This design comes from an exercise in tuning for small area, a short achievable clock period and few clock cycles per item on the open sky130 flow, not from production work. Power is estimated from default activity; no workload was simulated.

==> module crypt_machine, before the edit <==
module crypt_machine #(
    parameter int data_in_w = 32,
    parameter int rounds    = 32
) (
    input  logic                  clk,
    input  logic                  resetn,
    input  logic [data_in_w-1:0]  data_in,
    input  logic                  go,
    input  logic                  decrypt,
    output logic                  done,
    output tea_pkg::word_t        display
);
    logic            s_load;       
    logic            s_load_rel;   
    logic            s_wait_op;    
    logic            s_run;        
    logic            s_wait_dec;   
    logic            s_wait_clr;   
    logic            s_clr_rel;    
    logic            s_start;      
    logic            op_dec;       
    logic            running;      
    logic [2:0]      widx;
    logic            dec;        
    logic [6:0]      t;          
    tea_pkg::word_t  p, q;
    tea_pkg::word_t  r0, r1, r2, r3;
    tea_pkg::word_t  g;          
    logic            cin;
    tea_pkg::word_t  s;          
    logic press_enc, press_dec;
    assign press_enc = s_wait_op && go;
    assign press_dec = (s_wait_op && !go && decrypt) || (s_wait_dec && decrypt);
    logic start_enc, start_dec, start;
    assign start     = s_start;
    assign start_enc = s_start && !op_dec;
    assign start_dec = s_start && op_dec;
    logic last;
    assign last = running && t[6];
    tea_pkg::word_t nw;
    logic           ovf;
    assign {ovf, nw} = tea_pkg::add32(p, g, cin);
    logic [27:0] a_x, a_y, a_z, a_s, a_c;
    logic [32:0] a_sum;
    assign a_x   = p[27:0];
    assign a_y   = g[27:0];
    assign a_z   = r0[31:4];
    assign a_s   = a_x ^ a_y ^ a_z;
    assign a_c   = (a_x & a_y) | (a_x & a_z) | (a_y & a_z);
    assign a_sum = tea_pkg::add32({4'd0, a_s}, {4'd0, a_c[26:0], cin}, 1'b0);
    tea_pkg::word_t b_s, b_c;
    logic [32:0]    b_sum;
    assign b_s   = p ^ g ^ s;
    assign b_c   = (p & g) | (p & s) | (g & s);
    assign b_sum = tea_pkg::add32(b_s, {b_c[30:0], cin}, 1'b0);
    tea_pkg::word_t c_z, c_s, c_c;
    logic [32:0]    c_sum;
    logic           c27;
    assign c_z   = {r1[26:0], 5'd0};
    assign c_s   = p ^ g ^ c_z;
    assign c_c   = (p & g) | (p & c_z) | (g & c_z);
    assign c_sum = tea_pkg::add32(c_s, {c_c[30:0], cin}, 1'b0);
    assign c27   = (c_c[31] && c_sum[32]) || (c_c[31] && !ovf) || (c_sum[32] && !ovf);
    logic [4:0] r1_hi, r1_hi1;
    assign r1_hi  = r1[31:27];
    assign r1_hi1 = r1[31:27] + 5'd1;
    tea_pkg::word_t f_lo, g_nx;
    logic [4:0]     x_hi, g_hi0, g_hi1;
    assign f_lo  = {a_sum[27:0], r0[3:0]} ^ b_sum[31:0] ^ {5'd0, c_sum[31:5]};
    assign x_hi  = f_lo[31:27] ^ {5{dec}};
    assign g_hi0 = (x_hi ^ r1_hi)  & {5{m_n}};
    assign g_hi1 = (x_hi ^ r1_hi1) & {5{m_n}};
    assign g_nx  = {c27 ? g_hi1 : g_hi0, (f_lo[26:0] ^ {27{dec}}) & {27{m_n}}};
    logic       dec_n, m_n;
    assign dec_n = start ? start_dec : (running ? dec : 1'b1);
    assign m_n   = start ? start_dec : (running && (!dec || (t[5:0] != 6'd63)));
    logic [4:0] jh, sidx;
    assign jh   = t[5:1] + {4'd0, dec | t[0]};
    assign sidx = running ? (jh ^ {5{dec}}) : 5'd31;
    always_ff @(posedge clk) begin
        g    <= g_nx;
        cin  <= m_n && dec;
        s    <= start_enc ? tea_pkg::tea_delta : tea_pkg::sum_tab[sidx*32 +: 32];
    end
    logic load_q, load_p;
    assign load_q = s_load && (widx <= 3'd1);
    assign load_p = s_load_rel && (widx == 3'd0);
    logic rot, load_r2, load_r3;
    assign rot     = start || running ||
                     (s_load_rel && !go && ((widx == 3'd3) || (widx == 3'd5)));
    assign load_r2 = s_load && ((widx == 3'd2) || (widx == 3'd4));
    assign load_r3 = s_load && ((widx == 3'd3) || (widx == 3'd5));
    always_ff @(posedge clk) begin
        if (load_q || running || start) begin
            q <= load_q ? data_in : nw;
        end
        if (load_p || running || start) begin
            p <= q;
        end
        if (rot) begin
            r0 <= r2;
            r1 <= r3;
        end
        if (rot || load_r2) begin
            r2 <= load_r2 ? data_in : r0;
        end
        if (rot || load_r3) begin
            r3 <= load_r3 ? data_in : r1;
        end
    end
    logic last_word;
    assign last_word = (widx == 3'd5);
    always_ff @(posedge clk) begin
        if (!resetn) begin
            s_load     <= 1'b1;
            s_load_rel <= 1'b0;
            s_wait_op  <= 1'b0;
            s_start    <= 1'b0;
            s_run      <= 1'b0;
            s_wait_dec <= 1'b0;
            s_wait_clr <= 1'b0;
            s_clr_rel  <= 1'b0;
            running    <= 1'b0;
            widx       <= '0;
            done       <= 1'b0;
        end else begin
            s_load     <= (s_load && !go) || (s_load_rel && !go && !last_word) ||
                          (s_clr_rel && !go);
            s_load_rel <= (s_load || s_load_rel) && go;
            s_wait_op  <= (s_load_rel && !go && last_word) ||
                          (s_wait_op && !go && !decrypt);
            s_start    <= press_enc || press_dec;
            s_run      <= s_start || (s_run && !done);
            s_wait_dec <= (s_run && done && !dec) || (s_wait_dec && !decrypt && !go);
            s_wait_clr <= (s_run && done && dec) || (s_wait_clr && !go);
            s_clr_rel  <= (s_wait_dec && !decrypt && go) || ((s_wait_clr || s_clr_rel) && go);
            running    <= start || (running && !t[6]);
            done       <= last;
            if (s_load_rel && !go) begin
                widx <= widx + 3'd1;
            end else if (s_clr_rel && !go) begin
                widx <= '0;
            end
        end
    end
    always_ff @(posedge clk) begin
        op_dec <= press_dec;
        dec <= dec_n;
        if (start) begin
            t <= '0;
        end else if (running) begin
            t <= t + 7'd1;
        end
    end
    always_ff @(posedge clk) begin
        if (!resetn || s_clr_rel) begin
            display <= '0;
        end else if (last) begin
            display <= {nw[15:0], q[15:0]};
        end
    end
endmodule
clock: 12.0 ns
lec_check: 0
cap_margin: 20
core_margin: 2
core_utilization: 50
cts_cluster_diameter: 100
cts_cluster_size: 24
place_density: 0.7
slew_margin: 20
standard.sh (not shown) runs the stock make flow with config.mk's settings and CLKGATE_MAP_FILE= SYNTH_SCRIPT=/design/flow/synth_recipe.tcl, a recipe that flattens the netlist after the stock synthesis.
==> flow/flow/run.sh <==
#!/bin/bash
set -euo pipefail
export SETUP_SLACK_MARGIN=8.3
export BUFFER_PORTS_ARGS="-buffer_cell sky130_fd_sc_hd__buf_4"
bash standard.sh MATCH_CELL_FOOTPRINT=0 finish > standard.log 2>&1
==> next run, changes <==
--- a/flow/design.v
+++ b/flow/design.v
@@ -125,13 +125,12 @@
         s    <= start_enc ? tea_pkg::tea_delta : tea_pkg::sum_tab[sidx*32 +: 32];
     end
     logic load_q, load_p;
     assign load_q = s_load && (widx <= 3'd1);
     assign load_p = s_load_rel && (widx == 3'd0);
-    logic rot, load_r2, load_r3;
-    assign rot     = start || running ||
-                     (s_load_rel && !go && ((widx == 3'd3) || (widx == 3'd5)));
+    logic rot, rot_load, load_r2, load_r3;
+    assign rot     = start || running || rot_load;
     assign load_r2 = s_load && ((widx == 3'd2) || (widx == 3'd4));
     assign load_r3 = s_load && ((widx == 3'd3) || (widx == 3'd5));
     always_ff @(posedge clk) begin
         if (load_q || running || start) begin
             q <= load_q ? data_in : nw;
@@ -161,10 +160,11 @@
             s_run      <= 1'b0;
             s_wait_dec <= 1'b0;
             s_wait_clr <= 1'b0;
             s_clr_rel  <= 1'b0;
             running    <= 1'b0;
+            rot_load   <= 1'b0;
             widx       <= '0;
             done       <= 1'b0;
         end else begin
             s_load     <= (s_load && !go) || (s_load_rel && !go && !last_word) ||
                           (s_clr_rel && !go);
@@ -175,10 +175,11 @@
             s_run      <= s_start || (s_run && !done);
             s_wait_dec <= (s_run && done && !dec) || (s_wait_dec && !decrypt && !go);
             s_wait_clr <= (s_run && done && dec) || (s_wait_clr && !go);
             s_clr_rel  <= (s_wait_dec && !decrypt && go) || ((s_wait_clr || s_clr_rel) && go);
             running    <= start || (running && !t[6]);
+            rot_load   <= s_load_rel && !go && ((widx == 3'd3) || last_word);
             done       <= last;
             if (s_load_rel && !go) begin
                 widx <= widx + 3'd1;
             end else if (s_clr_rel && !go) begin
                 widx <= '0;
Result: Total power rises by about 1.4%; synthesized area hardly moves; via count increases by 1.1%; cell area goes up by about 0.3%; worst setup slack got worse by 52 ps; first-iteration DRC count rose by 1.6%; wire length came out higher by about 5%; maximum frequency shrinks by about 1.4%; final cell count went down by about 0.9%; flip-flop and latch count goes up by 1; worst hold slack improves by 10 ps; global-route usage is higher by 1.3 points.
Function was not checked in any run of this note: the RTL went through the layout flow alone.

-- afterwards: timing with drivers on the ports --
No port has a modelled driver above. Below, the same layouts with a new extraction and two added sets of constraints.
Step 1: set_driving_cell puts a clkbuf_16 on clk and a buf_2 on each other input, an assumption about the parent block.
Step 2, shift: input delay + t, output delay - t, t = (earliest + latest rising clock arrival at the registers) / 2. This alone moves slack from input paths to output paths.
Slacks: ideal ports / drivers / drivers and shift; pairs: ideal ports / drivers.
run	t, ns	slack for setup (ns)	worst setup path at the end	latest minus earliest clock arrival (ns)	worst data-port slew with drivers (ns)
the first run	0.564	8.267 / 8.267 / 8.029	input to register	0.043 / 0.042	0.09
the second run	0.585	8.215 / 8.215 / 8.215	register to register	0.014 / 0.015	0.05
After both steps setup and hold are still met in every run listed. The setup slack of the first run, which loses most, moves by 0.000 ns with the drivers and by -0.238 ns with both steps.
